This design comes from an exercise in tuning for small area, a short achievable clock period and few clock cycles per item on the open sky130 flow, not from production work.
Where RTL was checked, it was by simulation tests only, not by an equivalence proof against the original.
Function not checked in run 8: the RTL went through the layout flow alone.
No activity file was given, so power comes from the tool's default toggle rates.

===== config.mk =====
export PLATFORM = sky130hd
export DESIGN_NAME = crypt_machine
export DESIGN_NICKNAME = crypt_machine
export VERILOG_FILES = /design/flow/design.v
export SDC_FILE = /design/flow/constraint.sdc
export NUM_CORES = 4
export LEC_CHECK = 0
export CAP_MARGIN = 20
export CORE_MARGIN = 2
export CORE_UTILIZATION = 50
export CTS_CLUSTER_DIAMETER = 100
export CTS_CLUSTER_SIZE = 24
export PLACE_DENSITY = 0.7
export SLEW_MARGIN = 20

===== constraint.sdc =====
create_clock -name core_clock -period 12.0 [get_ports {clk}]
set_input_delay 2.4000 -clock core_clock [delete_from_list [all_inputs] [get_ports {clk}]]
set_output_delay 2.4000 -clock core_clock [all_outputs]
set_load 0.01 [all_outputs]

===== design.v =====
package tea_pkg;
    typedef logic [31:0] word_t;
    localparam word_t tea_delta = 32'h9e3779b9;
    function automatic logic [1023:0] sum_table();
        logic [1023:0] t;
        word_t s;
        s = '0;
        for (int j = 0; j < 32; j++) begin
            s = s + tea_delta;
            t[j*32 +: 32] = s;
        end
        sum_table = t;
    endfunction
    localparam logic [1023:0] sum_tab = sum_table();
    function automatic logic [32:0] add32(input word_t a, input word_t b, input logic cin);
        word_t pp, gg, p0, g0, c;
        int    j;
        p0 = a ^ b;
        g0 = a & b;
        pp = p0;
        gg = g0;
        gg[0] = gg[0] | (pp[0] & cin);
        for (int l = 0; l < 5; l++) begin
            for (int i = 31; i >= 0; i--) begin
                if (l == 0 && i == 1) begin
                    gg[i] = g0[1] | ((p0[1] & a[0]) & b[0]) | ((p0[1] & p0[0]) & cin);
                    pp[i] = p0[1] & p0[0];
                end else if (l > 0 && i == (1 << l)) begin
                    gg[i] = g0[i] | (p0[i] & g0[i - 1]) | (p0[i] & p0[i - 1] & gg[i - 2]);
                    pp[i] = p0[i] & p0[i - 1] & pp[i - 2];
                end else if ((i >> l) & 1) begin
                    j = ((i >> l) << l) - 1;
                    gg[i] = gg[i] | (pp[i] & gg[j]);
                    pp[i] = pp[i] & pp[j];
                end
            end
        end
        c = {gg[30:0], cin};
        add32 = {gg[31], p0 ^ c};
    endfunction
endpackage
`timescale 1ns/1ps
module crypt_machine #(
    parameter int data_in_w = 32,
    parameter int rounds    = 32
) (
    input  logic                  clk,
    input  logic                  resetn,
    input  logic [data_in_w-1:0]  data_in,
    input  logic                  go,
    input  logic                  decrypt,
    output logic                  done,
    output tea_pkg::word_t        display
);
    logic            s_load;       
    logic            s_load_rel;   
    logic            s_wait_op;    
    logic            s_run;        
    logic            s_wait_dec;   
    logic            s_wait_clr;   
    logic            s_clr_rel;    
    logic            s_start;      
    logic            op_dec;       
    logic            running;      
    logic [2:0]      widx;
    logic            dec;        
    logic [6:0]      t;          
    tea_pkg::word_t  p, q;
    tea_pkg::word_t  r0, r1, r2, r3;
    tea_pkg::word_t  g;          
    logic            cin;
    tea_pkg::word_t  s;          
    logic press_enc, press_dec;
    assign press_enc = s_wait_op && go;
    assign press_dec = (s_wait_op && !go && decrypt) || (s_wait_dec && decrypt);
    logic start_enc, start_dec, start;
    assign start     = s_start;
    assign start_enc = s_start && !op_dec;
    assign start_dec = s_start && op_dec;
    logic last;
    assign last = running && t[6];
    tea_pkg::word_t nw;
    logic           ovf;
    assign {ovf, nw} = tea_pkg::add32(p, g, cin);
    logic [27:0] a_x, a_y, a_z, a_s, a_c;
    logic [32:0] a_sum;
    assign a_x   = p[27:0];
    assign a_y   = g[27:0];
    assign a_z   = r0[31:4];
    assign a_s   = a_x ^ a_y ^ a_z;
    assign a_c   = (a_x & a_y) | (a_x & a_z) | (a_y & a_z);
    assign a_sum = tea_pkg::add32({4'd0, a_s}, {4'd0, a_c[26:0], cin}, 1'b0);
    tea_pkg::word_t b_s, b_c;
    logic [32:0]    b_sum;
    assign b_s   = p ^ g ^ s;
    assign b_c   = (p & g) | (p & s) | (g & s);
    assign b_sum = tea_pkg::add32(b_s, {b_c[30:0], cin}, 1'b0);
    tea_pkg::word_t c_z, c_s, c_c;
    logic [32:0]    c_sum;
    logic           c27;
    assign c_z   = {r1[26:0], 5'd0};
    assign c_s   = p ^ g ^ c_z;
    assign c_c   = (p & g) | (p & c_z) | (g & c_z);
    assign c_sum = tea_pkg::add32(c_s, {c_c[30:0], cin}, 1'b0);
    assign c27   = ovf ? (c_c[31] && c_sum[32]) : (c_c[31] || c_sum[32]);
    logic [4:0] r1_hi, r1_hi1;
    assign r1_hi  = r1[31:27];
    assign r1_hi1 = r1[31:27] + 5'd1;
    tea_pkg::word_t f_lo, g_nx;
    logic [4:0]     x_hi, g_hi0, g_hi1;
    assign f_lo  = {a_sum[27:0], r0[3:0]} ^ b_sum[31:0] ^ {5'd0, c_sum[31:5]};
    assign x_hi  = f_lo[31:27] ^ {5{dec}};
    assign g_hi0 = (x_hi ^ r1_hi)  & {5{m_n}};
    assign g_hi1 = (x_hi ^ r1_hi1) & {5{m_n}};
    assign g_nx  = {c27 ? g_hi1 : g_hi0, (f_lo[26:0] ^ {27{dec}}) & {27{m_n}}};
    logic       dec_n, m_n;
    assign dec_n = start ? start_dec : (running ? dec : 1'b1);
    assign m_n   = start ? start_dec : (running && (!dec || (t[5:0] != 6'd63)));
    logic [4:0] jh, sidx;
    assign jh   = t[5:1] + {4'd0, dec | t[0]};
    assign sidx = running ? (jh ^ {5{dec}}) : 5'd31;
    always_ff @(posedge clk) begin
        g    <= g_nx;
        cin  <= m_n && dec;
        s    <= start_enc ? tea_pkg::tea_delta : tea_pkg::sum_tab[sidx*32 +: 32];
    end
    logic load_q, load_p;
    assign load_q = s_load && (widx <= 3'd1);
    assign load_p = s_load_rel && (widx == 3'd0);
    logic rot, load_r2, load_r3;
    assign rot     = start || running ||
                     (s_load_rel && !go && ((widx == 3'd3) || (widx == 3'd5)));
    assign load_r2 = s_load && ((widx == 3'd2) || (widx == 3'd4));
    assign load_r3 = s_load && ((widx == 3'd3) || (widx == 3'd5));
    always_ff @(posedge clk) begin
        if (load_q || running || start) begin
            q <= load_q ? data_in : nw;
        end
        if (load_p || running || start) begin
            p <= q;
        end
        if (rot) begin
            r0 <= r2;
            r1 <= r3;
        end
        if (rot || load_r2) begin
            r2 <= load_r2 ? data_in : r0;
        end
        if (rot || load_r3) begin
            r3 <= load_r3 ? data_in : r1;
        end
    end
    logic last_word;
    assign last_word = (widx == 3'd5);
    always_ff @(posedge clk) begin
        if (!resetn) begin
            s_load     <= 1'b1;
            s_load_rel <= 1'b0;
            s_wait_op  <= 1'b0;
            s_start    <= 1'b0;
            s_run      <= 1'b0;
            s_wait_dec <= 1'b0;
            s_wait_clr <= 1'b0;
            s_clr_rel  <= 1'b0;
            running    <= 1'b0;
            widx       <= '0;
            done       <= 1'b0;
        end else begin
            s_load     <= (s_load && !go) || (s_load_rel && !go && !last_word) ||
                          (s_clr_rel && !go);
            s_load_rel <= (s_load || s_load_rel) && go;
            s_wait_op  <= (s_load_rel && !go && last_word) ||
                          (s_wait_op && !go && !decrypt);
            s_start    <= press_enc || press_dec;
            s_run      <= s_start || (s_run && !done);
            s_wait_dec <= (s_run && done && !dec) || (s_wait_dec && !decrypt && !go);
            s_wait_clr <= (s_run && done && dec) || (s_wait_clr && !go);
            s_clr_rel  <= (s_wait_dec && !decrypt && go) || ((s_wait_clr || s_clr_rel) && go);
            running    <= start || (running && !t[6]);
            done       <= last;
            if (s_load_rel && !go) begin
                widx <= widx + 3'd1;
            end else if (s_clr_rel && !go) begin
                widx <= '0;
            end
        end
    end
    always_ff @(posedge clk) begin
        op_dec <= press_dec;
        dec <= dec_n;
        if (start) begin
            t <= '0;
        end else if (running) begin
            t <= t + 7'd1;
        end
    end
    always_ff @(posedge clk) begin
        if (!resetn || s_clr_rel) begin
            display <= '0;
        end else if (last) begin
            display <= {nw[15:0], q[15:0]};
        end
    end
endmodule

===== flow/run.sh =====
#!/bin/bash
set -euo pipefail
export SETUP_SLACK_MARGIN=8.4
export BUFFER_PORTS_ARGS="-buffer_cell sky130_fd_sc_hd__buf_4"
bash standard.sh MATCH_CELL_FOOTPRINT=0 finish > standard.log 2>&1

===== standard.sh =====
#!/bin/bash
# synth_recipe.tcl (not shown) runs the flow's synth.tcl, then flattens the netlist and writes it again
# the make line also repeats each setting of config.mk as NAME=value (left out here)
make -C /OpenROAD-flow-scripts/flow DESIGN_CONFIG=/design/flow/config.mk WORK_HOME=/design/flow/orfs CLKGATE_MAP_FILE= SYNTH_SCRIPT=/design/flow/synth_recipe.tcl "${@:-finish}"

==> impl_results.md, run 1 <==
- Status: finished clean
- Most common cell on crit path: xnor2_1
- Clock latency on the worst-skew pair: 530 ps
- Post-Layout Cell Count: 2,377
- # rows: 71
- First-pass GRT wire length: 77.1 mm
- Syn Std Cell Area: 19,200 um2
- Main area contributors after synthesis: edfxtp_1 30%, dfxtp_1 12%, ha_1 9.4%
- Fin crit share: 0.294
- Unique cell type count in the Yosys netlist: 69
- Vias per cell: 5.82
- Critical path class: register to register
- DP HPWL: 36.0 mm
- Initial antenna violation count: 0
- Largest net degree at the start of global routing: 45
- FF+latch area: 8170 um2
- Part of the power in the clock network: 0.314
- Critical path required time: 12,420 ps
- Clock buffer count from CTS: 18
- Die area: 40,000 um2
- CTS Hold Bufs: 0
- Nets: 2,123
- Port Buffers: 68
- Clock tree sinks: 311
- Final Hold Vio Count: 0
- Placer congestion estimate: 0.925
- CP max FO: 7
- CTS tree: built
- Worst IR drop on VDD: 0.000146 V
- Synthesis-to-finish area growth: 13.8%
- Clock Skews: 23.7 ps
- Starting DRT DRC Count: 1,190
- Slew Viols, Final: 0
- CP bufs+invs: 1
- Core Region: 37,800 um2
- Critical Path AT: 3940 ps
- Ratio of cells with drive above 1 in the final layout: 0.181
- Grt ovf: 0
- Syn Inst Count: 1,753
- Flop pwr share: 0.520
- Final Cell Area: 21,900 um2
- Leak: 0.00858 uW
- Io pins: 69
- # DRC: 0
- Final setup violation count: 0
- Cell taking the most area after synthesis: edfxtp_1
- P_sw: 589 uW
- Worst path top cell family by delay: compound AO/OA/AOI/OAI gates
- Gate power share: 0.166
- Pwr Density: 103 nW/um2
- Syn Area/Cell: 11.0 um2
- Int Pwr: 1660 uW
- Relative slew slack: 0.247
- Clock transition at the registers of the reported paths: 100 ps
- Bufs on Longest Clock Path: 3
- Post-synth EDFFs: 193
- Max stage delay on crit path: 560 ps
- CTS root buffer: clkbuf_16
- Footprint of the multi-input gates: 11,200 um2
- RSZ-0062 raised after global routing: true
- Net Sw Frac: 0.262
- Yosys reg bits: 311
- Worst Hold Class: register to register
- Fin util: 0.579
- Vias: 13,800
- Placed cell areas: 20,300 um2
- H-tree Lvls: 1
- WL final: 50.4 mm
- Pre-antenna DRT Iters: 5
- Final setup TNS: 0 ps
- Syn nets: 2,022
- Final min period: 3530 ps
- Dpl cells: 2,295
- Ys async rst share: 0
- WL per Instance: 21.2 um
- Die Y: 200 um
- Critical Path, Cell by Cell: buf_4, fa_1, ha_2, and4_1, and2_1, a221o_1, o2bb2ai_1, a31oi_4, nand2_1, a31oi_2, xnor2_1, xnor2_1, nor2_1
- Synth Warn #: 1
- Max cap viols: 0
- Post-synth top area share: 0.302
- Chip width: 200 um
- Ant. Diodes: 0
- Critical Path Sink Type: register
- Fillers: 3,126
- Number of nets with antenna violations after routing: 0
- Top FF cell, synth: edfxtp_1
- Slowest cell on crit path: fa_1
- Post-synthesis sequential area ratio: 0.425
- Initial core utilization: 0.509
- Worst-Margin Slew: 1130 ps
- Tot GR Track Use: 0.254
- Max Freq: 0.284 GHz
- Vias in the first global route: 13,600
- Critical path startpoint category: register
state kept, by name, indices dropped and copies added (netlist names), 32 cells and up:
register  count
r2           32
p            32
r1           32
s            32
g            32
display      32
r3           32
q            32
r0           32
cell usage after synthesis, types with 6 or more instances:
cell type and instances:
o21bai_1 8, mux2_2 65, nand2b_1 10, o31ai_1 6, o22ai_1 6, ha_1 144
nand3_1 23, a31oi_1 15, o21ai_0 62, nand2_1 198, fa_1 89, a21oi_1 146
and2_1 12, xor2_1 39, dfxtp_1 118, a21o_1 43, nor2_1 113, a22oi_1 6
a211oi_1 13, nor2b_1 17, nor3_1 19, a221oi_1 7, o211ai_1 9, o21a_1 10
nand4_1 15, or3_1 7, and3_1 6, a221o_1 6, buf_1 12, edfxtp_1 193
clkbuf_1 38, inv_1 46, xnor2_1 193
final timing paths:
path	start	endpoint	slack (ps)	cells past startpoint
setup / recovery	p[17]	g[26]	8470	13
hold / removal	r2[31]	r0[31]	400	0
setup reg to reg	p[17]	g[26]	8470	13
hold reg to reg	r2[31]	r0[31]	400	0
layer usage:
| layer | up-vias | global-route usage | wire [um] |
|---|---|---|---|
| met4 | 0 | 0.0713 | 1370 |
| met3 | 84 | 0.0321 | 3060 |
| met1 | 6846 | 0.349 | 21800 |
| met5 | - | 0 | 0 |
| li1 | 6420 | - | - |
| met2 | 484 | 0.425 | 24200 |
power groups by stage:
stage | Clock, uW | Combinational, uW | Sequential [uW]
4_1_cts | 726 | 347 | 1170
3_5_place_dp | 0 | 329 | 1200
3_3_place_gp | 0 | 322 | 1200
2_1_floorplan | 0 | 261 | 1190
5_1_grt | 758 | 407 | 1170
6_report | 708 | 374 | 1170
timing repair:
item / CTS / global route
setup endpoints to repair: 65 / 82
pin swaps: 9 / 24
endpoints found under the hold margin: 0 / 0
buffers inserted: 22 / 27
gates cloned: 1 / 0
gates resized for setup: 26 / 88
per-stage QoR:
stage / power (uW) / worst slack (ps) / hold WS, ps
2_1_floorplan: 1450 / 8020 / 400
3_3_place_gp: 1520 / 7760 / 400
3_5_place_dp: 1530 / 7720 / 405
4_1_cts: 2240 / 8330 / 396
5_1_grt: 2340 / 8280 / 397
6_report: 2250 / 8470 / 399
logic make-up after synthesis:
| logic type | Yosys count | share of synthesized area |
|---|---|---|
| simple gates | 435 | 0.0992 |
| compound gates | 372 | 0.123 |
| flops | 311 | 0.425 |
| fa+ha+maj | 234 | 0.187 |
| xor+xnor | 233 | 0.107 |
| buf+inv | 101 | 0.0203 |
| mux | 67 | 0.0391 |
area by class of cell:
class                           instances  area share
Timing Repair Buffer                  134      0.0467
Sequential cell                       311       0.374
Tap cell                              511      0.0292
Clock buffer                           27      0.0241
Clock inverter                          5     0.00343
Inverter                               47     0.00841
Multi-Input combinational cell       1341       0.514
Timing Repair inverter                  1    0.000343
layout by cell type (no fill, tap or decap), types with 14 or more instances in the layout:
cell	count
nor2b_1	16
a21oi_1	133
nor3_1	14
xor2_1	39
xnor2_1	190
a21o_1	42
nand3_1	22
mux2_2	65
nand4_1	15
edfxtp_1	193
nor2_1	113
ha_4	16
dfxtp_1	106
fa_1	87
inv_1	42
nand2_1	191
o21ai_0	55
ha_1	120
clkbuf_16	20
buf_4	130
Testbench counts, summed over its fixed seeds: cycles 7,848, ops 96.
==> run 2, diff against run 1 <==
==> flow/run.sh (replaced) <==
#!/bin/bash
set -euo pipefail
export SETUP_SLACK_MARGIN=8.6
export BUFFER_PORTS_ARGS="-buffer_cell sky130_fd_sc_hd__buf_4"
bash standard.sh MATCH_CELL_FOOTPRINT=0 finish > standard.log 2>&1
==> impl_results.md, run 2 <==
- WL per Instance: 21.7 um (+2.1%)
- Critical path class: register to register
- Leak: 0.00876 uW (+2.1%)
- Ys async rst share: 0 (unchanged)
- DP HPWL: 36.4 mm (+1.1%)
- FF+latch area: 8210 um2 (+0.51%)
- Largest net degree at the start of global routing: 65 (+44%)
- Worst-Margin Slew: 1100 ps (-28.7 ps)
- Placer congestion estimate: 0.933 (+0.88%)
- Min-delay src: q[28]
- Chip width: 200 um (unchanged)
- Grt ovf: 0 (unchanged)
- Vias: 13,900 (+0.46%)
- Critical path startpoint category: register
- Syn nets: 2,022 (unchanged)
- Flop pwr share: 0.517 (-0.003)
- Io pins: 69 (unchanged)
- Synthesis-to-finish area growth: 17.6%
- Tot Pwr: 2260 uW (+0.58%)
- Crit. Startpoint: p[13]
- Post-Layout Cell Count: 2,391 (+0.59%)
- Synth top cells by count: 198 x nand2_1, 193 x edfxtp_1, 193 x xnor2_1
- Fin util: 0.599 (+0.0193)
- Met1 usage: 0.337 (-0.0121)
- Final setup violation count: 0 (unchanged)
- XOR/XNOR Fraction of Synth Area: 0.107 (unchanged)
- Bufs on Longest Clock Path: 3 (unchanged)
- Die area: 40,000 um2 (unchanged)
- Ratio of cells with drive above 1 in the final layout: 0.230 (+0.0487)
- Largest family of logic cells by synthesized area: adder cells
- GRT busiest layer: met2
- Critical path required time: 12,430 ps (about the same)
- Critical Path AT: 3930 ps (about the same)
- Slew Viols, Final: 0 (unchanged)
- Pwr Density: 100 nW/um2 (-2.7%)
- Pre-antenna DRT Iters: 6 (+1)
- Synth Area in Simple Gates: 0.0992 (unchanged)
- Unique cell type count in the Yosys netlist: 69 (unchanged)
- Main area contributors after synthesis: edfxtp_1 30%, dfxtp_1 12%, ha_1 9.4%
- Met2 GRT Util: 0.445 (+0.0202)
- Status: finished clean
- Footprint of the multi-input gates: 11,700 um2 (+4.0%)
- Most frequent cells in the layout: 193 x edfxtp_1, 187 x nand2_1, 177 x xnor2_1
- CP max FO: 5 (-2)
- Yosys reg bits: 311 (unchanged)
- RSZ-0062 raised after global routing: true
- Syn Std Cell Area: 19,200 um2 (unchanged)
- Relative slew slack: 0.265 (+0.0181)
- Die Y: 200 um (unchanged)
- Int Pwr: 1670 uW (+0.58%)
- Fin crit share: 0.291 (-0.00236)
- Top FF cell, synth: edfxtp_1
- Worst Hold Class: register to register
- # rows: 71 (unchanged)
- Final setup TNS: 0 ps (unchanged)
- Post-synthesis compound-gate area fraction: 0.123 (unchanged)
- Ant. Diodes: 0 (unchanged)
- Dpl cells: 2,293 (-0.087%)
- Max Freq: 0.286 GHz (+0.81%)
- Worst IR drop on VDD: 0.000108 V (-26%)
- Post-synthesis mux area share: 0.0391 (unchanged)
- Post-synth top area share: 0.302 (unchanged)
- Core Region: 37,800 um2 (unchanged)
- Final Hold Vio Count: 0 (unchanged)
- Clock Skews: 24.9 ps (+1.25 ps)
- Clock buffer count from CTS: 17 (-1)
- RR Startpoint: p[13]
- Starting DRT DRC Count: 1,240 (+4.2%)
- GR Layer Usage met3: 0.0494 (+0.0173)
- Most frequent standard cell in the layout excluding fill and tap cells: edfxtp_1
- CTS tree: built
- Synth Warn #: 1 (unchanged)
- First-pass GRT wire length: 78.8 mm (+2.2%)
- Initial antenna violation count: 0 (unchanged)
- H-tree Lvls: 1 (unchanged)
- Syn Inst Count: 1,753 (unchanged)
- Clock tree sinks: 311 (unchanged)
- Gate power share: 0.180 (+0.014)
- Fillers: 3,092 (-1.1%)
- CTS root buffer: clkbuf_16
- Tot GR Track Use: 0.261 (+0.00686)
- Nets: 2,138 (+0.71%)
- Post-synthesis sequential area ratio: 0.425 (unchanged)
- Clock latency on the worst-skew pair: 550 ps (+20 ps)
- Port Buffers: 68 (unchanged)
- Max cap viols: 0 (unchanged)
- Number of nets with antenna violations after routing: 0 (unchanged)
- Clock transition at the registers of the reported paths: 110 ps (about the same)
- Critical Path Sink Type: register
- Vias per cell: 5.81 (-0.13%)
- WL final: 51.8 mm (+2.7%)
- Synth Area in Adders: 0.187 (unchanged)
- P_sw: 593 uW (+0.59%)
- Vias in the first global route: 13,900 (+2.4%)
- Top-count cell post-synth: nand2_1
- Post-synth EDFFs: 193 (unchanged)
- Net Sw Frac: 0.262 (about the same)
- Initial core utilization: 0.509 (unchanged)
- Part of the power in the clock network: 0.304 (-0.010)
- Cell taking the most area after synthesis: edfxtp_1
- # DRC: 0 (unchanged)
- Final min period: 3500 ps (-28.3 ps)
- Syn Area/Cell: 11.0 um2 (unchanged)
[run 2: cell counts after synthesis]
Identical to the previous run, type by type.
[run 2: repair_timing]
action / 4_1_cts / 5_1_grt
cloned: 0 / 0
resized for setup: 155 / 93
pin swaps: 46 / 56
setup endpoints to repair: 154 / 90
buffers inserted: 47 / 21
hold buffers: 0 / 0
[run 2: per-layer routing]
metal  part of all wire  wire (um)
met1               0.42      21600
met2               0.48      25100
met3              0.065       3390
met4              0.034       1760
met5                  0          0
[run 2: final timing paths]
path              cells past startpoint  slack, ps  endpoint
setup / recovery                     14       8500     g[30]
hold / removal                        0        410     p[28]
setup reg to reg                     14       8500     g[30]
hold reg to reg                       0        410     p[28]
[run 2: power by group through the flow]
stage / Combinational (uW) / Clock (uW) / Sequential, uW
after floorplan: 261 / 0 / 1190
after global placement: 324 / 0 / 1200
after detailed placement: 329 / 0 / 1200
after CTS: 368 / 705 / 1170
after global routing: 440 / 737 / 1170
final: 407 / 688 / 1170
[run 2: worst max-delay path, stage by stage (launching register included)]
cell and delay (ps):
edfxtp_1 480, fa_1 560, ha_4 310, nand4_1 190, nor4_2 350, a22oi_2 90, buf_6 150, a211oi_2 170
or2_4 200, a31oi_4 90, maj3_2 360, buf_6 150, nor2_4 100, xnor2_2 120, nor2_1 50
[run 2: final cells by class]
| class | count | share of cell area |
|---|---|---|
| Clock buffer | 26 | 0.0213 |
| Clock inverter | 4 | 0.00321 |
| Inverter | 47 | 0.00814 |
| Multi-Input combinational cell | 1341 | 0.517 |
| Sequential cell | 311 | 0.364 |
| Tap cell | 511 | 0.0283 |
| Timing Repair Buffer | 151 | 0.0581 |
[run 2: stage by stage]
step	worst slack [ps]	area (um2)	hold slack, ps
2_1_floorplan	8020	19300	400
3_3_place_gp	7780	20300	400
3_5_place_dp	7760	20300	405
4_1_cts	8490	21900	411
5_1_grt	8380	22600	420
6_report	8500	22600	414
[run 2: cells by family (layout without fill, tap and decap cells)]
kind of cell               count (synthesis)  in the layout
xor gates and xnor gates                 233            233
DFF                                      311            311
buffers and inverters                    101            228
muxes                                     67             67
AOI/OAI and AO/OA                        372            372
adders and majority gates                234            234
and+or+nand+nor                          435            435
==> run 3, diff against run 2 <==
==> flow/run.sh (replaced) <==
#!/bin/bash
set -euo pipefail
export SETUP_SLACK_MARGIN=8.2
export BUFFER_PORTS_ARGS="-buffer_cell sky130_fd_sc_hd__buf_4"
bash standard.sh MATCH_CELL_FOOTPRINT=0 finish > standard.log 2>&1
==> impl_results.md, run 3 <==
- Status: finished clean
- Syn Std Cell Area: 19,200 um2 (unchanged)
- Critical path class: primary input to register
- Nets: 2,095 (-2.0%)
- Io pins: 69 (unchanged)
- Post-synth EDFFs: 193 (unchanged)
- Slew Viols, Final: 0 (unchanged)
- WL final: 49.5 mm (-4.5%)
- Syn Area/Cell: 11.0 um2 (unchanged)
- Met1 usage: 0.344 (+0.00708)
- Tot GR Track Use: 0.250 (-0.0105)
- Max cap viols: 0 (unchanged)
- Synth Warn #: 1 (unchanged)
- Vias in the first global route: 13,400 (-3.6%)
- Initial antenna violation count: 0 (unchanged)
- Final setup TNS: 0 ps (unchanged)
- Clock Skews: 29.3 ps (+4.37 ps)
- Final setup violation count: 0 (unchanged)
- CTS tree: built
- WL per Instance: 21.1 um (-2.7%)
- Critical Path, Cell by Cell: buf_4, nor2b_4, a21boi_2, clkinvlp_2
- Final min period: 3710 ps (+208 ps)
- Syn Inst Count: 1,753 (unchanged)
- Number of nets with antenna violations after routing: 0 (unchanged)
- Clock transition at the registers of the reported paths: 100 ps (about the same)
- Dpl cells: 2,295 (+0.087%)
- Clock buffer count from CTS: 17 (unchanged)
- Initial core utilization: 0.509 (unchanged)
- Tot Pwr: 2170 uW (-4.2%)
- Vias per cell: 5.78 (-0.62%)
- Grt ovf: 0 (unchanged)
- Syn nets: 2,022 (unchanged)
- # DRC: 0 (unchanged)
- Vias: 13,600 (-2.4%)
- Unique cell type count in the Yosys netlist: 69 (unchanged)
- Synthesis-to-finish area growth: 9.95%
- Top-count cell post-synth: nand2_1
- Starting DRT DRC Count: 1,111 (-10%)
- Max Freq: 0.270 GHz (-5.6%)
- Pwr Density: 103 nW/um2 (+2.5%)
- Yosys reg bits: 311 (unchanged)
- H-tree Lvls: 1 (unchanged)
- Post-synthesis sequential area ratio: 0.425 (unchanged)
- CTS Hold Bufs: 0 (unchanged)
- Ant. Diodes: 0 (unchanged)
- WHS: 419 ps (+4.40 ps)
- Largest net degree at the start of global routing: 45 (-31%)
- RR Startpoint: p[1]
- Ratio of cells with drive above 1 in the final layout: 0.130 (-0.0996)
- CTS root buffer: clkbuf_16
- Placer congestion estimate: 0.903 (-3.2%)
- Clock tree sinks: 311 (unchanged)
- Core Region: 37,800 um2 (unchanged)
- Relative slew slack: 0.241 (-0.0239)
- RSZ-0062 raised after global routing: true
- Critical Path Sink Type: register
- Fin crit share: 0.309 (+0.0173)
- Post-synth top area share: 0.302 (unchanged)
- Die area: 40,000 um2 (unchanged)
- Clock latency on the worst-skew pair: 540 ps (about the same)
- Most frequent standard cell in the layout excluding fill and tap cells: nand2_1
- Fillers: 3,248 (+5.0%)
- Cell taking the most area after synthesis: edfxtp_1
- Critical path required time: 12,070 ps (-360 ps)
- Top FF cell, synth: edfxtp_1
- Critical path startpoint category: primary input
- Min-delay src: r2[11]
- DP HPWL: 36.3 mm (-0.16%)
- Worst-Margin Slew: 1140 ps (+37.4 ps)
- Main area contributors after synthesis: edfxtp_1 30%, dfxtp_1 12%, ha_1 9.4%
- Worst Hold Class: register to register
- First-pass GRT wire length: 76.3 mm (-3.2%)
- Met2 GRT Util: 0.418 (-0.0273)
- Chip width: 200 um (unchanged)
- Crit. Startpoint: go
- Die Y: 200 um (unchanged)
- Critical Path AT: 3780 ps (-150 ps)
- GRT busiest layer: met2
- Leak: 0.00837 uW (-4.4%)
- GR Layer Usage met3: 0.0329 (-0.0165)
- Max stage delay on crit path: 740 ps (+180 ps)
- Most frequent cells in the layout: 195 x nand2_1, 193 x xnor2_1, 193 x edfxtp_1
- Final Hold Vio Count: 0 (unchanged)
- Ys async rst share: 0 (unchanged)
- Slowest cell on crit path: clkinvlp_2
- CP max FO: 10 (+5)
- Worst IR drop on VDD: 0.0000807 V (-25%)
- Bufs on Longest Clock Path: 3 (unchanged)
- Synth top cells by count: 198 x nand2_1, 193 x edfxtp_1, 193 x xnor2_1
- Post-Layout Cell Count: 2,347 (-1.8%)
- Pre-antenna DRT Iters: 7 (+1)
- Port Buffers: 68 (unchanged)
- # rows: 71 (unchanged)
==> run 3: cell counts after synthesis <==
Identical to the previous run, type by type.
==> run 3: area by class of cell <==
type                            instances  area [um2]  share of cell area
Timing Repair inverter                  1        5.00            0.000237
Clock inverter                          4        57.6             0.00272
Clock buffer                           25         455              0.0216
Inverter                               47         180             0.00853
Timing Repair Buffer                  107         803              0.0380
Sequential cell                       311        8160               0.386
Multi-Input combinational cell       1341       10800               0.512
Tap cell                              511         639              0.0303
==> run 3: where the power goes <==
group / switching, uW / internal (uW) / total, uW
Combinational: 178 / 166 / 343
Clock: 361 / 292 / 653
Sequential: 21.2 / 1150 / 1170
==> run 3: worst paths after layout <==
check                           endpoint  slack [ps]  cells after the start
worst min-delay path              r0[11]         420                      0
worst max-delay path               r0[0]        8290                      4
worst min register to register    r0[11]         420                      0
worst max register to register     g[18]        8350                     14
==> run 3: logic make-up after synthesis <==
group / count (synthesis) / share of synthesized area
buf+inv: 101 / 0.0203
mux: 67 / 0.0391
simple gates: 435 / 0.0992
xor+xnor: 233 / 0.107
fa+ha+maj: 234 / 0.187
compound gates: 372 / 0.123
flops: 311 / 0.425
==> run 3: through the flow <==
step                      instance area (um2)  worst slack [ps]   util
after global placement                  20300              7770  0.538
after floorplan                         19200              8020      -
final                                   21100              8290  0.560
after detailed placement                20300              7710  0.538
after global routing                    21100              8100  0.560
after CTS                               20900              8210  0.553
==> run 3: what timing repair did <==
action / CTS / global route
hold endpoints to repair: 0 / 0
setup endpoints to repair: 9 / 58
pin swaps: 0 / 9
setup buffers: 3 / 19
gates resized for setup: 7 / 22
cloned: 0 / 1
==> run 3: metal layers <==
layer | share of wire | wire length [um]
met2 | 0.47 | 23300
met4 | 0.029 | 1450
met5 | 0 | 0
met3 | 0.058 | 2860
met1 | 0.44 | 21900
==> run 3: critical path, delay by kind of cell <==
family,cells,cell delay [ps]
buf+inv,2,870
simple gates,1,50
compound gates,1,440
==> run 4, diff against run 3 <==
==> flow/run.sh (replaced) <==
#!/bin/bash
set -euo pipefail
export SETUP_SLACK_MARGIN=8.3
export BUFFER_PORTS_ARGS="-buffer_cell sky130_fd_sc_hd__buf_4"
bash standard.sh MATCH_CELL_FOOTPRINT=0 finish > standard.log 2>&1
--- a/config.mk
+++ b/config.mk
@@ -5,6 +5,7 @@
 export SDC_FILE = /design/flow/constraint.sdc
 export NUM_CORES = 4
 export LEC_CHECK = 0
+export ABC_AREA = 1
 export CAP_MARGIN = 20
 export CORE_MARGIN = 2
 export CORE_UTILIZATION = 50
==> impl_results.md, run 4 <==
- Port Buffers: 68 (unchanged)
- Chip width: 206 um (+3.1%)
- Net Sw Frac: 0.284 (+0.0257)
- Initial core utilization: 0.504 (-0.00495)
- Synth top cells by count: 511 x nand2_1, 260 x inv_1, 193 x edfxtp_1
- Starting DRT DRC Count: 1,706 (+54%)
- Ant. Diodes: 0 (unchanged)
- Critical Path AT: 1150 ps (-2630 ps)
- Fin util: 0.545 (-0.0149)
- Status: finished clean
- Vias per cell: 5.52 (-4.4%)
- Slowest cell on crit path: dfxtp_1
- Worst IR drop on VDD: 0.0000966 V (+20%)
- RSZ-0062 raised after global routing: false
- Int Pwr: 1610 uW (-0.21%)
- Pwr Density: 102 nW/um2 (-1.1%)
- Critical path required time: 9600 ps (-2470 ps)
- Flop pwr share: 0.529 (-0.012)
- Placer congestion estimate: 0.931 (+3.1%)
- Worst path top cell family by delay: flip-flops
- Leak: 0.0101 uW (+21%)
- CTS tree: built
- Pre-antenna DRT Iters: 5 (-2)
- Max stage delay on crit path: 430 ps (-310 ps)
- WL final: 56.4 mm (+14%)
- Fin crit share: 0.295 (-0.0133)
- Top-count cell post-synth: nand2_1
- Clock latency on the worst-skew pair: 560 ps (+20 ps)
- Core Region: 40,600 um2 (+7.4%)
- CP bufs+invs: 1 (-1)
- Number of nets with antenna violations after routing: 0 (unchanged)
- Cell taking the most area after synthesis: edfxtp_1
- Worst Hold Class: register to register
- First-pass GRT wire length: 86.7 mm (+14%)
- Post-synth EDFFs: 193 (unchanged)
- Clock transition at the registers of the reported paths: 100 ps (about the same)
- Ys async rst share: 0 (unchanged)
- Final setup violation count: 0 (unchanged)
- Syn nets: 2,609 (+29%)
- # rows: 74 (+4.2%)
- Die area: 42,500 um2 (+6.2%)
- CTS Hold Bufs: 0 (unchanged)
- Initial antenna violation count: 0 (unchanged)
- Post-synth top area share: 0.284 (-0.0181)
- Post-synthesis sequential area ratio: 0.399 (-0.0254)
- Top FF cell, synth: edfxtp_1
- Die Y: 206 um (+3.1%)
- P_sw: 636 uW (+14%)
- Critical Path Sink Type: output pin
- Grt ovf: 0 (unchanged)
- Main area contributors after synthesis: edfxtp_1 28%, dfxtp_1 12%, nand2_1 9.4%
- Bufs on Longest Clock Path: 3 (unchanged)
- Synth Warn #: 1 (unchanged)
- Syn Area/Cell: 8.73 um2 (-20%)
- Critical path startpoint category: register
- CTS root buffer: clkbuf_16
- WL per Instance: 19.2 um (-8.8%)
- Vias: 16,200 (+20%)
- Critical Path, Cell by Cell: buf_4
- Part of the power in the clock network: 0.305 (+0.004)
- Final Hold Vio Count: 0 (unchanged)
- DP HPWL: 44.0 mm (+21%)
- Most frequent cells in the layout: 507 x nand2_1, 258 x inv_1, 193 x edfxtp_1
- CP max FO: 4 (-6)
- Critical path class: register to output pin
- Gate power share: 0.166 (+0.008)
- Max cap viols: 0 (unchanged)
- Clock Skews: 51.2 ps (+21.9 ps)
- Syn Std Cell Area: 20,400 um2 (+6.4%)
- Yosys reg bits: 311 (unchanged)
- Synthesis-to-finish area growth: 8.08%
- Nets: 2,659 (+27%)
- # DRC: 0 (unchanged)
- Vias in the first global route: 15,300 (+14%)
- Most frequent standard cell in the layout excluding fill and tap cells: nand2_1
- Slew Viols, Final: 0 (unchanged)
- Relative slew slack: 0.312 (+0.0710)
- Max Freq: 0.282 GHz (+4.5%)
- Clock tree sinks: 311 (unchanged)
- Worst-Margin Slew: 1030 ps (-107 ps)
- Io pins: 69 (unchanged)
- Largest net degree at the start of global routing: 66 (+47%)
- Tot GR Track Use: 0.269 (+0.0188)
- Final setup TNS: 0 ps (unchanged)
- Final min period: 3550 ps (-160 ps)
- Syn Inst Count: 2,340 (+33%)
- Clock buffer count from CTS: 18 (+1)
- H-tree Lvls: 1 (unchanged)
- Unique cell type count in the Yosys netlist: 59 (-14%)
- Ratio of cells with drive above 1 in the final layout: 0.0741 (-0.0561)
==> run 4: cell types whose count changed in the layout (fill, tap and decap cells not counted), sizes merged, moves of 23 or more <==
cell,change
a21o,-34
buf,-23
inv,+218
mux2,-65
nand2,+342
nand3,+109
nor2,+80
o21ai,+130
xnor2,-125
==> run 4: routing by layer <==
layer / part of all wire / global-route usage / vias up
met5: 0 / 0 / -
met4: 0.031 / 0.0796 / 0
met3: 0.072 / 0.0419 / 88
met2: 0.44 / 0.415 / 515
met1: 0.46 / 0.391 / 7755
li1: - / - / 7847
==> run 4: cell type report <==
cell class	instances	area (um2)
Clock inverter	4	63.8
Timing Repair Buffer	84	631
Sequential cell	311	8160
Clock buffer	28	509
Fill cell	3681	18500
Inverter	265	1000
Multi-Input combinational cell	1710	11100
Tap cell	532	666
==> run 4: worst paths after layout <==
check | startpoint | end | slack [ps] | depth (start not counted)
worst max-delay path | done | done | 8450 | 1
worst min-delay path | q[26] | p[26] | 410 | 0
worst max register to register | dec | s[22] | 8520 | 15
worst min register to register | q[26] | p[26] | 410 | 0
==> run 4: cell families (layout without fill, tap and decap cells) <==
| kind of cell | Yosys count | count (layout) | share of synthesized area |
|---|---|---|---|
| buffers and inverters | 319 | 381 | 0.0624 |
| AOI/OAI and AO/OA | 426 | 426 | 0.116 |
| DFF | 311 | 311 | 0.399 |
| xor gates and xnor gates | 129 | 129 | 0.0560 |
| adders and majority gates | 233 | 233 | 0.175 |
| and+or+nand+nor | 922 | 922 | 0.191 |
==> run 4: what timing repair did <==
| item | CTS | global route |
|---|---|---|
| setup buffers | 0 | 4 |
| resized for setup | 0 | 4 |
| endpoints found under the setup margin | 0 | 11 |
==> run 4: power groups by stage <==
stage / registers (uW) / clock network [uW] / logic (uW)
after global routing: 1190 / 734 / 418
after detailed placement: 1210 / 0 / 365
after global placement: 1210 / 0 / 354
after CTS: 1190 / 701 / 367
after floorplan: 1200 / 0 / 274
final: 1190 / 684 / 372
==> run 4: per-stage QoR <==
| stage | power (uW) | hold slack, ps | instances | cell area, um2 | setup WS [ps] |
|---|---|---|---|---|---|
| after floorplan | 1480 | 400 | 2340 | 20500 | 8080 |
| after CTS | 2260 | 413 | 2930 | 22000 | 8310 |
| final | 2240 | 414 | 2934 | 22100 | 8450 |
| after detailed placement | 1580 | 405 | 2898 | 21500 | 8040 |
| after global placement | 1560 | 400 | 2898 | 21500 | 8090 |
| after global routing | 2340 | 420 | 2934 | 22100 | 8330 |
==> run 5, diff against run 4 <==
--- a/config.mk
+++ b/config.mk
@@ -5,7 +5,6 @@
 export SDC_FILE = /design/flow/constraint.sdc
 export NUM_CORES = 4
 export LEC_CHECK = 0
-export ABC_AREA = 1
 export CAP_MARGIN = 20
 export CORE_MARGIN = 2
 export CORE_UTILIZATION = 50
==> impl_results.md, run 5 <==
- Synth Warn #: 1 (unchanged)
- Io pins: 69 (unchanged)
- Synth Area in Adders: 0.187 (+0.0118)
- Final worst slack: 8380 ps (-70.7 ps)
- Critical path class: register to register
- Vias in the first global route: 13,500 (-12%)
- Main area contributors after synthesis: edfxtp_1 30%, dfxtp_1 12%, ha_1 9.4%
- DP HPWL: 37.0 mm (-16%)
- Synthesis-to-finish area growth: 11.0%
- Most frequent standard cell in the layout excluding fill and tap cells: nand2_1
- Pwr Density: 101 nW/um2 (-0.18%)
- Post-synth EDFFs: 193 (unchanged)
- Critical Path Sink Type: register
- Syn nets: 2,022 (-22%)
- Top-count cell post-synth: nand2_1
- Crit. Startpoint: p[2]
- Final setup TNS: 0 ps (unchanged)
- Status: finished clean
- Final Hold Vio Count: 0 (unchanged)
- Post-synthesis sequential area ratio: 0.425 (+0.0254)
- Syn Inst Count: 1,753 (-25%)
- XOR/XNOR Fraction of Synth Area: 0.107 (+0.0509)
- WL per Instance: 21.2 um (+10%)
- Synth top cells by count: 198 x nand2_1, 193 x edfxtp_1, 193 x xnor2_1
- CTS Hold Bufs: 0 (unchanged)
- Core Region: 37,800 um2 (-6.9%)
- FF+latch area: 8160 um2 (about the same)
- Largest family of logic cells by synthesized area: adder cells
- Chip width: 200 um (-3.0%)
- H-tree Lvls: 1 (unchanged)
- Tot GR Track Use: 0.255 (-0.0147)
- Port Buffers: 68 (unchanged)
- Fin crit share: 0.301 (+0.00589)
- Syn Area/Cell: 11.0 um2 (+25%)
- Die Y: 200 um (-3.0%)
- Unique cell type count in the Yosys netlist: 69 (+17%)
- RSZ-0062 raised after global routing: true
- Ant. Diodes: 0 (unchanged)
- Top FF cell, synth: edfxtp_1
- Fillers: 3,259 (-11%)
- Clock buffer count from CTS: 17 (-1)
- Worst IR drop on VDD: 0.0000830 V (-14%)
- Post-synthesis mux area share: 0.0391 (+0.0391)
- Post-synth top area share: 0.302 (+0.0181)
- Synth Area in Simple Gates: 0.0992 (-0.0920)
- RR Startpoint: p[2]
- Critical path startpoint category: register
- Final min period: 3620 ps (+70.7 ps)
- Die area: 40,000 um2 (-5.9%)
- Ratio of cells with drive above 1 in the final layout: 0.144 (+0.0699)
- Slew Viols, Final: 0 (unchanged)
- Clock transition at the registers of the reported paths: 100 ps (about the same)
- Pre-antenna DRT Iters: 5 (unchanged)
- Max Freq: 0.277 GHz (-2.0%)
- CTS root buffer: clkbuf_16
- Ys async rst share: 0 (unchanged)
- Grt ovf: 0 (unchanged)
- Final setup violation count: 0 (unchanged)
- Worst Hold Class: register to register
- Leak: 0.00845 uW (-16%)
- Vias per cell: 5.80 (+5.1%)
- Nets: 2,113 (-21%)
- Largest net degree at the start of global routing: 65 (-1.5%)
- # DRC: 0 (unchanged)
- Starting DRT DRC Count: 1,134 (-34%)
- Pre-CTS WS: 8000 ps (-44.9 ps)
- First-pass GRT wire length: 77.7 mm (-10%)
- Initial core utilization: 0.509 (+0.00495)
- Footprint of the multi-input gates: 10,900 um2 (-1.3%)
- Placer congestion estimate: 0.973 (+4.5%)
- Relative slew slack: 0.263 (-0.0488)
- # rows: 71 (-4.1%)
- Post-synthesis compound-gate area fraction: 0.123 (+0.00692)
- Most frequent cells in the layout: 196 x nand2_1, 193 x xnor2_1, 193 x edfxtp_1
- Number of nets with antenna violations after routing: 0 (unchanged)
- Syn Std Cell Area: 19,200 um2 (-6.0%)
- Critical path required time: 12,400 ps (+2800 ps)
- CTS tree: built
- Worst-Margin Slew: 1100 ps (+71.7 ps)
- Vias: 13,700 (-15%)
- Clock tree sinks: 311 (unchanged)
- Yosys reg bits: 311 (unchanged)
- Max cap viols: 0 (unchanged)
- Tot Pwr: 2160 uW (-3.6%)
- Critical Path AT: 4020 ps (+2870 ps)
- CP max FO: 6 (+2)
- Clock Skews: 18.2 ps (-33.0 ps)
- Clock latency on the worst-skew pair: 530 ps (-30 ps)
- Cell taking the most area after synthesis: edfxtp_1
- WL final: 50.0 mm (-11%)
- Min-delay src: r2[31]
- Initial antenna violation count: 0 (unchanged)
- Bufs on Longest Clock Path: 3 (unchanged)
==> run 5: cell count changes after synthesis, sizes merged, moves of 12 or more <==
cell / change
nand2: -342
nand3: -109
nor2: -80
mux2: +65
nor2b: +17
o21bai: -16
xor2: -22
inv: -217
o21ai: -130
a21o: +34
and2: +12
xnor2: +125
==> run 5: stage by stage <==
step                      instance area, um2  std cells   util  hold WS [ps]
after CTS                              20900       2336  0.555           421
after global placement                 20300       2296  0.538           400
after detailed placement               20300       2296  0.538           405
after global routing                   21300       2365  0.565           431
after floorplan                        19200       1753      -           400
final                                  21300       2365  0.565           421
==> run 5: repair_timing <==
item | CTS | global route
resized for setup | 10 | 36
pin swaps | 3 | 15
setup buffers | 11 | 29
endpoints found under the setup margin | 10 | 16
==> run 5: layout make-up <==
| cell class | instances | share of cell area |
|---|---|---|
| clock buffers | 26 | 0.0215 |
| well taps | 511 | 0.0300 |
| flip-flops and latches | 311 | 0.383 |
| inverters | 47 | 0.00845 |
| clock inverters | 3 | 0.00135 |
| repair buffers | 126 | 0.0443 |
| multi-input cells | 1341 | 0.512 |
==> run 5: where the power goes <==
group	leakage (uW)	internal, uW	switching [uW]
Combinational	0.00548	172	187
Sequential	0.00273	1150	18.5
Clock	0.000235	272	360
==> run 5: cell families after synthesis <==
family | after synthesis
simple gates | 435
compound gates | 372
flops | 311
fa+ha+maj | 234
xor+xnor | 233
buf+inv | 101
mux | 67
==> run 5: worst max-delay path, cell delays in order, from the launching register on <==
cell and delay, ps:
edfxtp_1 410, buf_4 170, fa_1 480, ha_1 350, o21a_1 210, o22ai_4 170, nor3_1 90, or3_4 470
a31o_4 290, a2111oi_4 370, nor3_2 90, xnor2_1 190, xnor2_1 150, nor2_1 50
==> run 5: path summary, 6_finish.rpt <==
kind | end | slack (ps) | depth (start not counted)
worst max register to register | g[18] | 8380 | 13
worst min-delay path | r0[31] | 420 | 0
worst max-delay path | g[18] | 8380 | 13
worst min register to register | r0[31] | 420 | 0
==> run 5: metal layers <==
metal  wire (um)  global-route usage
met1       21800               0.349
met2       23800               0.428
met3        3000              0.0306
met4        1480              0.0716
met5           0                   0
==> run 6, diff against run 5 <==
==> flow/run.sh (replaced) <==
#!/bin/bash
set -euo pipefail
export SETUP_SLACK_MARGIN=8.1
export BUFFER_PORTS_ARGS="-buffer_cell sky130_fd_sc_hd__buf_4"
bash standard.sh MATCH_CELL_FOOTPRINT=0 finish > standard.log 2>&1
--- a/config.mk
+++ b/config.mk
@@ -5,6 +5,7 @@
 export SDC_FILE = /design/flow/constraint.sdc
 export NUM_CORES = 4
 export LEC_CHECK = 0
+export ABC_AREA = 1
 export CAP_MARGIN = 20
 export CORE_MARGIN = 2
 export CORE_UTILIZATION = 50
==> impl_results.md, run 6 <==
- Ratio of cells with drive above 1 in the final layout: 0.0717 (-0.0723)
- WL final: 56.4 mm (+13%)
- Grt ovf: 0 (unchanged)
- Post-synth top area share: 0.284 (-0.0181)
- Slew Viols, Final: 0 (unchanged)
- Die Y: 206 um (+3.1%)
- Bufs on Longest Clock Path: 3 (unchanged)
- Cell taking the most area after synthesis: edfxtp_1
- Final setup TNS: 0 ps (unchanged)
- Worst-Margin Slew: 1030 ps (-73.8 ps)
- GRT busiest layer: met2
- Clock transition at the registers of the reported paths: 100 ps (about the same)
- CTS root buffer: clkbuf_16
- Fin util: 0.544 (-0.0213)
- Max cap viols: 0 (unchanged)
- Clock Skews: 49.3 ps (+31.1 ps)
- R2r worst-path depth: 14 (+1)
- Syn nets: 2,609 (+29%)
- Final Hold Vio Count: 0 (unchanged)
- Final Cell Area: 22,000 um2 (+3.4%)
- Ant. Diodes: 0 (unchanged)
- Starting DRT DRC Count: 1,506 (+33%)
- Clock latency on the worst-skew pair: 550 ps (+20 ps)
- Syn Std Cell Area: 20,400 um2 (+6.4%)
- Core Region: 40,600 um2 (+7.4%)
- Initial antenna violation count: 0 (unchanged)
- Critical path startpoint category: register
- R2R setup slack: 8390 ps (about the same)
- Critical Path Sink Type: register
- Clock tree sinks: 311 (unchanged)
- Dpl cells: 2,898 (+26%)
- Placed cell areas: 21,500 um2 (+5.7%)
- Final setup violation count: 0 (unchanged)
- Critical path class: register to register
- Leak: 0.0101 uW (+20%)
- Min-delay src: q[26]
- Chip width: 206 um (+3.1%)
- Placer congestion estimate: 0.931 (-4.3%)
- Top FF cell, synth: edfxtp_1
- Vias per cell: 5.55 (-4.4%)
- Met2 GRT Util: 0.415 (-0.0126)
- Number of nets with antenna violations after routing: 0 (unchanged)
- Nets: 2,655 (+26%)
- DP HPWL: 44.0 mm (+19%)
- Pwr Density: 102 nW/um2 (+0.36%)
- Synth top cells by count: 511 x nand2_1, 260 x inv_1, 193 x edfxtp_1
- Tot GR Track Use: 0.269 (+0.0147)
- Post-Layout Cell Count: 2,930 (+24%)
- Die area: 42,500 um2 (+6.2%)
- Top-count cell post-synth: nand2_1
- Worst Hold Class: register to register
- Vias: 16,300 (+18%)
- WL per Instance: 19.3 um (-9.0%)
- Setup repair bufs after CTS: 0 (-11)
- Synth Warn #: 1 (unchanged)
- Ys async rst share: 0 (unchanged)
- Initial core utilization: 0.504 (-0.00495)
- Met1 usage: 0.391 (+0.0424)
- Port Buffers: 68 (unchanged)
- Worst IR drop on VDD: 0.0000963 V (+16%)
- Hold path depth: 0 (unchanged)
- Pre-antenna DRT Iters: 6 (+1)
- Relative slew slack: 0.313 (+0.0501)
- WHS Endpoint: p[26]
- RR Startpoint: dec
- Yosys reg bits: 311 (unchanged)
- Status: finished clean
- Capture point of the worst reg-to-reg path: s[22]
- Critical Path AT: 4080 ps (+60 ps)
- Io pins: 69 (unchanged)
- Critical path required time: 12,470 ps (+70 ps)
- Vias in the first global route: 15,300 (+14%)
- Post-synthesis sequential area ratio: 0.399 (-0.0254)
- Unique cell type count in the Yosys netlist: 59 (-14%)
- Max Freq: 0.277 GHz (+0.24%)
- # DRC: 0 (unchanged)
- Synthesis-to-finish area growth: 7.87%
- Largest net degree at the start of global routing: 66 (+1.5%)
- Most frequent cells in the layout: 507 x nand2_1, 259 x inv_1, 193 x edfxtp_1
- Most frequent standard cell in the layout excluding fill and tap cells: nand2_1
- GR Layer Usage met3: 0.0419 (+0.0114)
- Main area contributors after synthesis: edfxtp_1 28%, dfxtp_1 12%, nand2_1 9.4%
- Fin crit share: 0.301 (-0.000724)
- Post-synth EDFFs: 193 (unchanged)
- CP max FO: 19 (+13)
- Clock buffer count from CTS: 18 (+1)
- H-tree Lvls: 1 (unchanged)
- First-pass GRT wire length: 86.7 mm (+12%)
- # rows: 74 (+4.2%)
- Syn Inst Count: 2,340 (+33%)
- Final min period: 3610 ps (-8.69 ps)
- CTS tree: built
- Syn Area/Cell: 8.73 um2 (-20%)
- RSZ-0062 raised after global routing: false
==> run 6: cell count changes after synthesis, sizes merged, moves of 22 or more <==
cell | previous run | this run
nand2 | 198 | 540
nand3 | 23 | 132
o21ai | 63 | 193
nor2 | 113 | 193
xor2 | 39 | 61
inv | 46 | 263
a21o | 43 | 9
mux2 | 65 | 0
xnor2 | 193 | 68
==> run 6: how the worst max path moves through the flow <==
| stage | from | endpoint | slack, ps | depth (start not counted) |
|---|---|---|---|---|
| after global placement | go | r0[21] | 8090 | 5 |
| after global routing | dec | s[22] | 8150 | 14 |
| after floorplan | go | r0[0] | 8080 | 3 |
| after detailed placement | go | r1[19] | 8040 | 5 |
| final | dec | s[22] | 8390 | 14 |
| after CTS | dec | s[22] | 8310 | 14 |
==> run 6: layout make-up <==
cell class                 count  area [um2]
inverter                     265        1000
clock inverter                 4        63.8
sequential                   311        8160
fill                        3681       18500
tap                          532         666
timing repair buffer          80         601
clock buffer                  28         509
multi-input combinational   1710       11100
==> run 6: worst max-delay path, cell delays in order, from the launching register on <==
cell and delay, ps:
edfxtp_1 380, clkinv_2 420, nand2_1 220, ha_1 190
ha_1 250, or2_2 300, nand3_1 320, inv_1 340
ha_1 290, or2_1 220, inv_1 90, nor2_1 50
o21ai_0 150, o21ai_0 110, a31oi_1 200
==> run 6: layer usage <==
metal	vias up	routed length [um]
met1	7730	25600
met5	-	0
met3	91	4310
met2	600	24800
met4	0	1760
li1	7839	-
==> run 6: kinds of logic after synthesis <==
logic type               count (synthesis)  share of synthesized area
AO/OA/AOI/OAI                          426                      0.116
XOR/XNOR                               129                     0.0560
adder cells (fa/ha/maj)                233                      0.175
buffers and inverters                  319                     0.0624
flip-flops                             311                      0.399
AND/OR/NAND/NOR                        922                      0.191
==> run 6: per-stage QoR <==
stage | total power (uW) | setup slack, ps | hold slack (ps)
after CTS | 2260 | 8310 | 413
after global routing | 2340 | 8150 | 420
after floorplan | 1480 | 8080 | 400
after detailed placement | 1580 | 8040 | 405
after global placement | 1560 | 8090 | 400
final | 2240 | 8390 | 413
==> run 6: power breakdown <==
| part | switching [uW] | total, uW | internal [uW] |
|---|---|---|---|
| sequential | 25.7 | 1190 | 1160 |
| clock | 377 | 685 | 308 |
| combinational | 234 | 371 | 137 |
| total | 636 | 2240 | 1610 |
==> run 6: timing repair <==
item / in CTS / in global routing
hold endpoints to repair: 0 / 0
hold buffers: 0 / 0
resized for setup: 0 / 1
endpoints found under the setup margin: 0 / 1
==> run 7, diff against run 6 <==
==> flow/run.sh (replaced) <==
#!/bin/bash
set -euo pipefail
export SETUP_SLACK_MARGIN=8.5
export BUFFER_PORTS_ARGS="-buffer_cell sky130_fd_sc_hd__buf_4"
bash standard.sh MATCH_CELL_FOOTPRINT=0 finish > standard.log 2>&1
==> impl_results.md, run 7 <==
- Status: finished clean
- Post-synth EDFFs: 193 (unchanged)
- Clock transition at the registers of the reported paths: 100 ps (about the same)
- RSZ-0062 raised after global routing: false
- Initial core utilization: 0.504 (unchanged)
- Starting DRT DRC Count: 1,468 (-2.5%)
- Pre-antenna DRT Iters: 6 (unchanged)
- Worst Hold Class: register to register
- CP bufs+invs: 1 (-2)
- Final min period: 3450 ps (-160 ps)
- Cell taking the most area after synthesis: edfxtp_1
- Worst path top cell family by delay: flip-flops
- Most frequent standard cell in the layout excluding fill and tap cells: nand2_1
- Synth Warn #: 1 (unchanged)
- Die Y: 206 um (unchanged)
- Max Freq: 0.290 GHz (+4.6%)
- Slowest cell on crit path: dfxtp_4
- CP max FO: 2 (-17)
- Vias: 16,300 (+0.46%)
- Post-synthesis compound-gate area fraction: 0.116 (unchanged)
- Placer congestion estimate: 0.931 (unchanged)
- Final setup violation count: 0 (unchanged)
- Ant. Diodes: 0 (unchanged)
- Initial antenna violation count: 0 (unchanged)
- Max stage delay on crit path: 360 ps (-60 ps)
- Post-synth top area share: 0.284 (unchanged)
- Nets: 2,673 (+0.68%)
- Fillers: 3,670 (-0.30%)
- Largest net degree at the start of global routing: 66 (unchanged)
- Syn Area/Cell: 8.73 um2 (unchanged)
- Port Buffers: 68 (unchanged)
- Synth Area in Simple Gates: 0.191 (unchanged)
- Critical Path, Cell by Cell: buf_4
- CTS tree: built
- Tot GR Track Use: 0.269 (unchanged)
- Critical path startpoint category: register
- Synth top cells by count: 511 x nand2_1, 260 x inv_1, 193 x edfxtp_1
- Post-synthesis sequential area ratio: 0.399 (unchanged)
- Post-synthesis mux area share: 0 (unchanged)
- Synth Area in Adders: 0.175 (unchanged)
- Worst-Margin Slew: 1030 ps (-1.22 ps)
- Top-count cell post-synth: nand2_1
- Pwr Density: 101 nW/um2 (-0.60%)
- Vias in the first global route: 15,300 (unchanged)
- Dpl cells: 2,898 (unchanged)
- Grt ovf: 0 (unchanged)
- Syn Inst Count: 2,340 (unchanged)
- Top FF cell, synth: edfxtp_1
- Largest family of logic cells by synthesized area: simple AND/OR/NAND/NOR gates
- WL final: 56.7 mm (+0.49%)
- Slew Viols, Final: 0 (unchanged)
- CTS Hold Bufs: 0 (unchanged)
- Syn Std Cell Area: 20,400 um2 (unchanged)
- Fin crit share: 0.287 (-0.0133)
- CTS root buffer: clkbuf_16
- Clock buffer count from CTS: 18 (unchanged)
- Relative slew slack: 0.314 (+0.000819)
- Core Region: 40,600 um2 (unchanged)
- Die area: 42,500 um2 (unchanged)
- Worst IR drop on VDD: 0.0000962 V (about the same)
- Bufs on Longest Clock Path: 3 (unchanged)
- Clock latency on the worst-skew pair: 550 ps (about the same)
- # rows: 74 (unchanged)
- DP HPWL: 44.0 mm (unchanged)
- Post-Layout Cell Count: 2,948 (+0.61%)
- Yosys reg bits: 311 (unchanged)
- Syn nets: 2,609 (unchanged)
- Clock Skews: 49.2 ps (-0.0997 ps)
- Final setup TNS: 0 ps (unchanged)
- Io pins: 69 (unchanged)
- Clock tree sinks: 311 (unchanged)
- Max cap viols: 0 (unchanged)
- # DRC: 0 (unchanged)
- Synthesis-to-finish area growth: 8.85%
- Critical Path AT: 1050 ps (-3030 ps)
- Vias per cell: 5.54 (-0.15%)
- Final Hold Vio Count: 0 (unchanged)
- R2R setup slack: 8720 ps (+330 ps)
- Critical path required time: 9600 ps (-2870 ps)
- H-tree Lvls: 1 (unchanged)
- Most frequent cells in the layout: 506 x nand2_1, 258 x inv_1, 193 x edfxtp_1
- Main area contributors after synthesis: edfxtp_1 28%, dfxtp_1 12%, nand2_1 9.4%
- XOR/XNOR Fraction of Synth Area: 0.0560 (unchanged)
- Number of nets with antenna violations after routing: 0 (unchanged)
- Ratio of cells with drive above 1 in the final layout: 0.0853 (+0.0135)
- Critical path class: register to output pin
- Critical Path Sink Type: output pin
- First-pass GRT wire length: 86.7 mm (unchanged)
- Ys async rst share: 0 (unchanged)
- Leak: 0.0102 uW (+0.98%)
- Unique cell type count in the Yosys netlist: 59 (unchanged)
- Chip width: 206 um (unchanged)
- WL per Instance: 19.2 um (-0.12%)
==> run 7: changes by cell type in the layout (fill, tap and decap cells not counted), sizes merged <==
cell	delta
clkinvlp	+2
buf	+18
clkinv	-2
==> run 7: power breakdown <==
| group | internal, uW | switching (uW) |
|---|---|---|
| sequential | 1160 | 25.2 |
| clock | 308 | 376 |
| combinational | 142 | 237 |
| total | 1610 | 638 |
==> run 7: routing by layer <==
layer	global-route usage	vias up	wire [um]
met5	0	-	0
met4	0.0796	0	1810
met3	0.0419	92	4440
met2	0.415	587	25000
met1	0.391	7784	25500
li1	-	7872	-
==> run 7: area by class of cell <==
type / count / area (um2) / area share
inverters: 265 / 1010 / 0.0453
repair buffers: 98 / 736 / 0.0331
clock inverters: 4 / 63.8 / 0.00287
clock buffers: 28 / 509 / 0.0229
well taps: 532 / 666 / 0.0299
multi-input cells: 1710 / 11100 / 0.499
flip-flops and latches: 311 / 8160 / 0.367
==> run 7: worst reg2reg max path, stage by stage (launching register included) <==
cell      delay (ps)
edfxtp_1         440
inv_4            310
nand2_1          110
ha_1             210
ha_1             210
xnor2_1          240
xor2_2           170
nor2_4           380
inv_2            300
ha_1             420
nor2_1            70
o21ai_0          160
nand3_1           90
==> run 7: logic make-up after synthesis <==
logic type	Yosys count
DFF	311
adders and majority gates	233
AOI/OAI and AO/OA	426
and+or+nand+nor	922
xor gates and xnor gates	129
buffers and inverters	319
==> run 7: per-stage QoR <==
stage / util / worst slack, ps / hold WS, ps / instance area [um2] / power [uW]
finish: 0.549 / 8550 / 414 / 22200 / 2250
CTS: 0.544 / 8490 / 413 / 22000 / 2260
detailed placement: 0.529 / 8040 / 405 / 21500 / 1580
floorplan: - / 8080 / 400 / 20500 / 1480
global placement: 0.529 / 8090 / 400 / 21500 / 1560
global route: 0.549 / 8490 / 420 / 22200 / 2350
==> run 7: repair_timing <==
item                       4_1_cts  5_1_grt
buffers inserted                 0       18
cloned                           0        0
setup endpoints to repair       12       31
gates resized for setup          3       19
pin swaps                        0        2
hold endpoints to repair         0        0
==> run 7: path summary, 6_finish.rpt <==
| check | cells past startpoint | end | startpoint |
|---|---|---|---|
| max | 1 | done | done |
| min reg2reg | 0 | p[26] | q[26] |
| max reg2reg | 12 | s[17] | dec |
| min | 0 | p[26] | q[26] |
==> run 8, diff against run 7 <==
--- a/design.v
+++ b/design.v
@@ -102,7 +102,7 @@
     assign c_s   = p ^ g ^ c_z;
     assign c_c   = (p & g) | (p & c_z) | (g & c_z);
     assign c_sum = tea_pkg::add32(c_s, {c_c[30:0], cin}, 1'b0);
-    assign c27   = ovf ? (c_c[31] && c_sum[32]) : (c_c[31] || c_sum[32]);
+    assign c27   = (c_c[31] && c_sum[32]) || (c_c[31] && !ovf) || (c_sum[32] && !ovf);
     logic [4:0] r1_hi, r1_hi1;
     assign r1_hi  = r1[31:27];
     assign r1_hi1 = r1[31:27] + 5'd1;
==> flow/run.sh (replaced) <==
#!/bin/bash
set -euo pipefail
export SETUP_SLACK_MARGIN=8.3
export BUFFER_PORTS_ARGS="-buffer_cell sky130_fd_sc_hd__buf_4"
bash standard.sh MATCH_CELL_FOOTPRINT=0 finish > standard.log 2>&1
--- a/config.mk
+++ b/config.mk
@@ -5,7 +5,6 @@
 export SDC_FILE = /design/flow/constraint.sdc
 export NUM_CORES = 4
 export LEC_CHECK = 0
-export ABC_AREA = 1
 export CAP_MARGIN = 20
 export CORE_MARGIN = 2
 export CORE_UTILIZATION = 50
==> impl_results.md, run 8 <==
- Status: finished clean
- WL final: 50.0 mm (-12%)
- Most frequent standard cell in the layout excluding fill and tap cells: nand2_1
- Hold path depth: 0 (unchanged)
- # DRC: 0 (unchanged)
- Main area contributors after synthesis: edfxtp_1 30%, dfxtp_1 12%, ha_1 9.3%
- Synth Warn #: 1 (unchanged)
- Pre-CTS WS: 7820 ps (-228 ps)
- Worst-Margin Slew: 1040 ps (+13.2 ps)
- Tot GR Track Use: 0.244 (-0.0251)
- Top-count cell post-synth: nand2_1
- H-tree Lvls: 1 (unchanged)
- Synth top cells by count: 214 x nand2_1, 193 x edfxtp_1, 186 x xnor2_1
- Capture point of the worst reg-to-reg path: g[31]
- Core Region: 37,800 um2 (-6.7%)
- Chip width: 200 um (-2.8%)
- CTS root buffer: clkbuf_16
- Post-synth EDFFs: 193 (unchanged)
- Clock buffer count from CTS: 17 (-1)
- Slew Viols, Final: 0 (unchanged)
- Post-synthesis sequential area ratio: 0.423 (+0.0241)
- Nets: 2,124 (-21%)
- Final setup violation count: 0 (unchanged)
- Initial antenna violation count: 1 (+1)
- Clock latency on the worst-skew pair: 530 ps (-20 ps)
- Vias: 13,500 (-17%)
- Die area: 40,100 um2 (-5.6%)
- Port Buffers: 68 (unchanged)
- Relative slew slack: 0.306 (-0.00870)
- Final Cell Area: 21,800 um2 (-1.8%)
- DP HPWL: 37.3 mm (-15%)
- Final Hold Vio Count: 0 (unchanged)
- Die Y: 200 um (-2.8%)
- Vias in the first global route: 13,500 (-12%)
- Critical Path AT: 4120 ps (+3070 ps)
- Unique cell type count in the Yosys netlist: 77 (+31%)
- Pwr Density: 99.0 nW/um2 (-2.1%)
- Worst Hold Class: register to register
- RR Startpoint: p[13]
- Ratio of cells with drive above 1 in the final layout: 0.179 (+0.0934)
- Clock Skews: 39.2 ps (-9.96 ps)
- Critical Path Sink Type: register
- Ant. Diodes: 0 (unchanged)
- Clock tree sinks: 311 (unchanged)
- Max cap viols: 0 (unchanged)
- Critical path startpoint category: register
- WL per Instance: 21.0 um (+9.3%)
- Yosys reg bits: 311 (unchanged)
- Critical path class: register to register
- WHS Endpoint: p[26]
- CP max FO: 5 (+3)
- Syn Std Cell Area: 19,300 um2 (-5.7%)
- Pre-antenna DRT Iters: 5 (-1)
- Final min period: 3730 ps (+285 ps)
- Starting DRT DRC Count: 1,093 (-26%)
- Final worst slack: 8270 ps (-285 ps)
- Min-delay src: q[26]
- Worst IR drop on VDD: 0.000135 V (+41%)
- Most frequent cells in the layout: 209 x nand2_1, 193 x edfxtp_1, 184 x xnor2_1
- CTS tree: built
- Bufs on Longest Clock Path: 3 (unchanged)
- WHS: 408 ps (-6.24 ps)
- CTS Hold Bufs: 0 (unchanged)
- Number of nets with antenna violations after routing: 0 (unchanged)
- Syn nets: 2,027 (-22%)
- Ys async rst share: 0 (unchanged)
- Syn Inst Count: 1,758 (-25%)
- Leak: 0.00852 uW (-16%)
- First-pass GRT wire length: 77.1 mm (-11%)
- R2R setup slack: 8270 ps (-450 ps)
- # rows: 71 (-4.1%)
- Top FF cell, synth: edfxtp_1
- Vias per cell: 5.70 (+2.9%)
- Post-synth top area share: 0.301 (+0.0171)
- Initial core utilization: 0.509 (+0.00531)
- Syn Area/Cell: 11.0 um2 (+26%)
- R2r worst-path depth: 12 (unchanged)
- Synthesis-to-finish area growth: 13.4%
- RSZ-0062 raised after global routing: true
- Cell taking the most area after synthesis: edfxtp_1
- Largest net degree at the start of global routing: 65 (-1.5%)
- Io pins: 69 (unchanged)
- Grt ovf: 0 (unchanged)
- Placer congestion estimate: 0.951 (+2.1%)
- Clock transition at the registers of the reported paths: 100 ps (about the same)
- Placed cell areas: 20,400 um2 (-5.2%)
- Fin crit share: 0.311 (+0.0238)
- Critical path required time: 12,390 ps (+2790 ps)
- Final setup TNS: 0 ps (unchanged)
- Max Freq: 0.268 GHz (-7.6%)
==> run 8: cell types whose count changed after synthesis, moves of 80 or more <==
cell / change
nand3_1: -101
nand2_1: -297
inv_1: -217
nor2_1: -80
xnor2_1: +118
o21ai_0: -121
==> run 8: cells by family after synthesis <==
logic type / count (synthesis) / synth area share
xor gates and xnor gates: 226 / 0.103
buffers and inverters: 100 / 0.0197
muxes: 67 / 0.0391
DFF: 311 / 0.423
and+or+nand+nor: 447 / 0.103
AOI/OAI and AO/OA: 374 / 0.125
adders and majority gates: 233 / 0.186
==> run 8: layout make-up <==
cell class / count / area [um2]
Clock inverter: 1 / 30.0
Inverter: 43 / 165
Timing Repair Buffer: 135 / 1020
Multi-Input combinational cell: 1347 / 11400
Fill cell: 3208 / 16000
Clock buffer: 27 / 473
Sequential cell: 311 / 8170
Tap cell: 511 / 639
==> run 8: what timing repair did <==
item,CTS,global route
endpoints found under the setup margin,14,51
pin swaps,20,32
setup buffers,35,17
resized for setup,32,69
==> run 8: how the worst max path moves through the flow <==
| stage | from | end | slack (ps) | depth (start not counted) |
|---|---|---|---|---|
| after detailed placement | go | r2[0] | 7820 | 5 |
| after floorplan | go | r0[0] | 8020 | 3 |
| after global placement | go | r2[0] | 7850 | 5 |
| after CTS | dec | s[25] | 8210 | 7 |
| final | p[13] | g[31] | 8270 | 12 |
| after global routing | p[13] | g[31] | 8140 | 12 |
==> run 8: stage by stage <==
stage / utilization / power, uW / instances
6_report: 0.577 / 2160 / 2375
5_1_grt: 0.577 / 2240 / 2375
4_1_cts: 0.563 / 2150 / 2358
3_5_place_dp: 0.538 / 1510 / 2295
3_3_place_gp: 0.538 / 1510 / 2295
2_1_floorplan: - / 1440 / 1758
==> run 8: per-layer routing <==
layer,global-route usage,share of wire,vias up
met2,0.402,0.47,393
met3,0.0265,0.048,73
met4,0.0579,0.023,0
met5,0,0,-
met1,0.348,0.46,6645
li1,-,-,6426
==> run 8: power breakdown <==
group / internal [uW] / switching, uW / total [uW]
clock network: 279 / 356 / 634
registers: 1150 / 17.7 / 1170
logic: 172 / 187 / 358
==> run 8: worst max-delay path: stages, from the launching register on <==
cell,delay (ps)
edfxtp_1,490
buf_4,190
fa_1,620
ha_4,250
and4_4,180
a221o_1,420
o2111ai_4,260
a211oi_4,120
o311ai_4,370
and3_4,270
o21a_1,170
o21ai_1,80
nor3b_2,160

Re-timed with assumed drivers on the ports (clkbuf_16 on the clock, buf_2 on other inputs), run 8 has 8.267 ns of setup slack against 8.267 ns with ideal ports, and 8.029 ns once port delays also move by the mid clock arrival of 0.564 ns.
